This design comes from an exercise in tuning for small area, a short achievable clock period and few clock cycles per item on the open sky130 flow, not from production work. Power figures rest on the tool's default switching activity, not on a simulated workload.

==> module conv_loader, before the edit <==
module conv_loader (
    input  logic        clk,
    input  logic        reset,
    input  logic [7:0]  in_data,
    input  logic [15:0] w_en,
    input  logic        w_clr,
    input  logic        take_b,
    input  logic        take_p,
    input  logic        pass2,
    input  logic        swap,
    output logic [71:0] pix,
    output logic [71:0] wgt,
    output logic [7:0]  bias
);
    logic [7:0] sr [0:27];
    logic [7:0] w  [0:15];
    function automatic int pair(input int t);
        pair = (t == 0) ? 3 : (t == 3) ? 0 :
               (t == 1) ? 7 : (t == 7) ? 1 :
               (t == 2) ? 11 : (t == 11) ? 2 :
               (t == 4) ? 12 : (t == 12) ? 4 :
               (t == 5) ? 13 : (t == 13) ? 5 :
               (t == 6) ? 14 : (t == 14) ? 6 :
               (t == 8) ? 15 : (t == 15) ? 8 : t;
    endfunction
    always_ff @(posedge clk) begin
        if (take_p) begin
            sr[0] <= in_data;
            for (int i = 1; i < 28; i++)
                sr[i] <= sr[i-1];
        end
        if (take_b)
            bias <= in_data;
        for (int t = 0; t < 16; t++) begin
            if (w_en[t])
                w[t] <= in_data;
            else if (w_clr)
                w[t] <= '0;
            else if (swap && pair(t) != t)
                w[t] <= w[pair(t)];
        end
    end
    always_ff @(posedge clk) begin
        for (int m = 0; m < 9; m++) begin
            if (!pass2) begin
                if (m == 0)
                    pix[7:0] <= in_data;
                else
                    pix[8*m +: 8] <= sr[(m / 3) * 8 + (m % 3) - 1];
            end else if (m < 7) begin
                pix[8*m +: 8] <= sr[(m < 3) ? m * 8 + 3 : 24 + m - 3];
            end else begin
                pix[8*m +: 8] <= '0;
            end
        end
    end
    always_comb
        for (int m = 0; m < 9; m++)
            wgt[8*m +: 8] = w[(m / 3) * 4 + (m % 3)];
endmodule
==> module conv_top, before the edit <==
module conv_top (
    input  logic        clk,
    input  logic        reset,
    input  logic [7:0]  in_data,
    input  logic [3:0]  in_user,
    input  logic        in_valid,
    output logic        in_ready,
    output logic [20:0] out_data,
    output logic        out_valid,
    input  logic        out_ready
);
    localparam int DEPTH = 5;
    logic [15:0] w_en;
    logic        w_clr, take_b, take_p, win, win4;
    logic [71:0] pix, wgt;
    logic [7:0]  bias;
    logic        d0, p0, q0, d1, p1, q1, d2, p2, q2;
    logic [20:0] extra, sum;
    conv_sequencer #(.DEPTH(DEPTH)) u_conv_sequencer (
        .clk      (clk),
        .reset    (reset),
        .in_valid (in_valid),
        .in_user  (in_user),
        .pop      (out_valid && out_ready),
        .in_ready (in_ready),
        .w_en     (w_en),
        .w_clr    (w_clr),
        .take_b   (take_b),
        .take_p   (take_p),
        .win      (win),
        .win4     (win4)
    );
    conv_loader u_conv_loader (
        .clk     (clk),
        .reset   (reset),
        .in_data (in_data),
        .w_en    (w_en),
        .w_clr   (w_clr),
        .take_b  (take_b),
        .take_p  (take_p),
        .pass2   (p0),
        .swap    (p0 || q0),
        .pix     (pix),
        .wgt     (wgt),
        .bias    (bias)
    );
    always_ff @(posedge clk) begin
        if (reset) begin
            d0 <= 1'b0;
            p0 <= 1'b0;
            q0 <= 1'b0;
            d1 <= 1'b0;
            p1 <= 1'b0;
            q1 <= 1'b0;
            d2 <= 1'b0;
            p2 <= 1'b0;
            q2 <= 1'b0;
        end else begin
            d0 <= win && !win4;
            p0 <= win4;
            q0 <= p0;
            d1 <= d0;
            p1 <= p0;
            q1 <= q0;
            d2 <= d1;
            p2 <= p1;
            q2 <= q1;
        end
    end
    conv_mac u_conv_mac (
        .clk   (clk),
        .pix   (pix),
        .wgt   (wgt),
        .bias  (bias),
        .pass2 (q0),
        .extra (extra),
        .sum   (sum)
    );
    always_ff @(posedge clk)
        extra <= sum & {21{p2}};
    result_fifo #(.DEPTH(DEPTH)) u_result_fifo (
        .clk      (clk),
        .reset    (reset),
        .wr_data  (sum),
        .wr_valid (d2 || q2),
        .rd_data  (out_data),
        .rd_valid (out_valid),
        .rd_ready (out_ready)
    );
endmodule
==> flow/config.mk <==
export PLATFORM = sky130hd
export DESIGN_NAME = conv_top
export DESIGN_NICKNAME = conv_top
export VERILOG_FILES = /design/flow/design.v
export SDC_FILE = /design/flow/constraint.sdc
export NUM_CORES = 4
export LEC_CHECK = 0
export ABC_CLOCK_PERIOD_IN_PS = 3000
export CAP_MARGIN = 20
export CORE_MARGIN = 2
export CORE_UTILIZATION = 40
export SETUP_SLACK_MARGIN = 5
export SLEW_MARGIN = 20
==> flow/constraint.sdc <==
create_clock -name core_clock -period 9.0 [get_ports {clk}]
set_input_delay 1.8000 -clock core_clock [delete_from_list [all_inputs] [get_ports {clk}]]
set_output_delay 1.8000 -clock core_clock [all_outputs]
set_load 0.01 [all_outputs]
run.sh (not shown) runs the stock make flow with config.mk's settings and CLKGATE_MAP_FILE= SYNTH_SCRIPT=/design/flow/synth_recipe.tcl, a recipe that flattens the netlist after the stock synthesis.
==> next run, changes <==
--- a/flow/design.v
+++ b/flow/design.v
@@ -6,24 +6,14 @@
     input  logic        w_clr,
     input  logic        take_b,
     input  logic        take_p,
     input  logic        pass2,
-    input  logic        swap,
     output logic [71:0] pix,
     output logic [71:0] wgt,
     output logic [7:0]  bias
 );
     logic [7:0] sr [0:27];
     logic [7:0] w  [0:15];
-    function automatic int pair(input int t);
-        pair = (t == 0) ? 3 : (t == 3) ? 0 :
-               (t == 1) ? 7 : (t == 7) ? 1 :
-               (t == 2) ? 11 : (t == 11) ? 2 :
-               (t == 4) ? 12 : (t == 12) ? 4 :
-               (t == 5) ? 13 : (t == 13) ? 5 :
-               (t == 6) ? 14 : (t == 14) ? 6 :
-               (t == 8) ? 15 : (t == 15) ? 8 : t;
-    endfunction
     always_ff @(posedge clk) begin
         if (take_p) begin
             sr[0] <= in_data;
             for (int i = 1; i < 28; i++)
@@ -35,10 +25,8 @@
             if (w_en[t])
                 w[t] <= in_data;
             else if (w_clr)
                 w[t] <= '0;
-            else if (swap && pair(t) != t)
-                w[t] <= w[pair(t)];
         end
     end
     always_ff @(posedge clk) begin
         for (int m = 0; m < 9; m++) begin
@@ -46,18 +34,18 @@
                 if (m == 0)
                     pix[7:0] <= in_data;
                 else
                     pix[8*m +: 8] <= sr[(m / 3) * 8 + (m % 3) - 1];
+                wgt[8*m +: 8] <= w[(m / 3) * 4 + (m % 3)];
             end else if (m < 7) begin
                 pix[8*m +: 8] <= sr[(m < 3) ? m * 8 + 3 : 24 + m - 3];
+                wgt[8*m +: 8] <= w[(m < 3) ? m * 4 + 3 : 12 + m - 3];
             end else begin
                 pix[8*m +: 8] <= '0;
+                wgt[8*m +: 8] <= w[(m / 3) * 4 + (m % 3)];
             end
         end
     end
-    always_comb
-        for (int m = 0; m < 9; m++)
-            wgt[8*m +: 8] = w[(m / 3) * 4 + (m % 3)];
 endmodule
 module conv_sequencer #(
     parameter int DEPTH = 5
 ) (
@@ -4098,9 +4086,8 @@
         .w_clr   (w_clr),
         .take_b  (take_b),
         .take_p  (take_p),
         .pass2   (p0),
-        .swap    (p0 || q0),
         .pix     (pix),
         .wgt     (wgt),
         .bias    (bias)
     );
Result: The changed run ran to the end with no violations. First-iteration DRC count drops by about a fifth. Combinational power is lower by roughly a tenth. Wire length came out lower by a few percent. Synthesized cell count fell by a few percent. Fmax came out higher by a few percent. Cell count is lower slightly. Hold slack improves by 0.0061 ns. Setup slack improves by 0.079 ns. Final area is higher by a few percent. Global-route usage goes down by 0.94 points. Die area rose slightly. Via count falls by a few percent. Synthesized area rose slightly. Count of clock-buffer cells in the layout went down by 1.
No functional check of the RTL was part of any run of this note.

re-timing with driven ports:
The results above use ideal ports. As a check the final layouts listed here were re-extracted and re-timed, cells and wires unchanged.
Step 1 (the two cells are an assumption about what drives the block):
set clk [get_ports {clk}]
set_driving_cell -lib_cell sky130_fd_sc_hd__clkbuf_16 $clk
set_driving_cell -lib_cell sky130_fd_sc_hd__buf_2 [delete_from_list [all_inputs] $clk]
Step 2, shift: input delay + t, output delay - t, t = (earliest + latest rising clock arrival at the registers) / 2. This alone moves slack from input paths to output paths.
Three values: ideal ports, drivers, drivers and shift; two values: the first two.
run | t (ns) | setup slack, ns | latest minus earliest clock arrival (ns) | slew at the worst register clock pin (ns) | cell pins on the clock port's net
the first run | 0.700 | 5.077 / 5.117 / 4.417 | 0.022 / 0.023 | 0.06 / 0.06 | 1
the second run | 0.716 | 5.156 / 5.090 / 4.610 | 0.034 / 0.033 | 0.07 / 0.07 | 1
After both steps setup and hold are still met in every run listed. The setup slack of the first run, which loses most, moves by +0.040 ns with the drivers and by -0.660 ns with both steps.
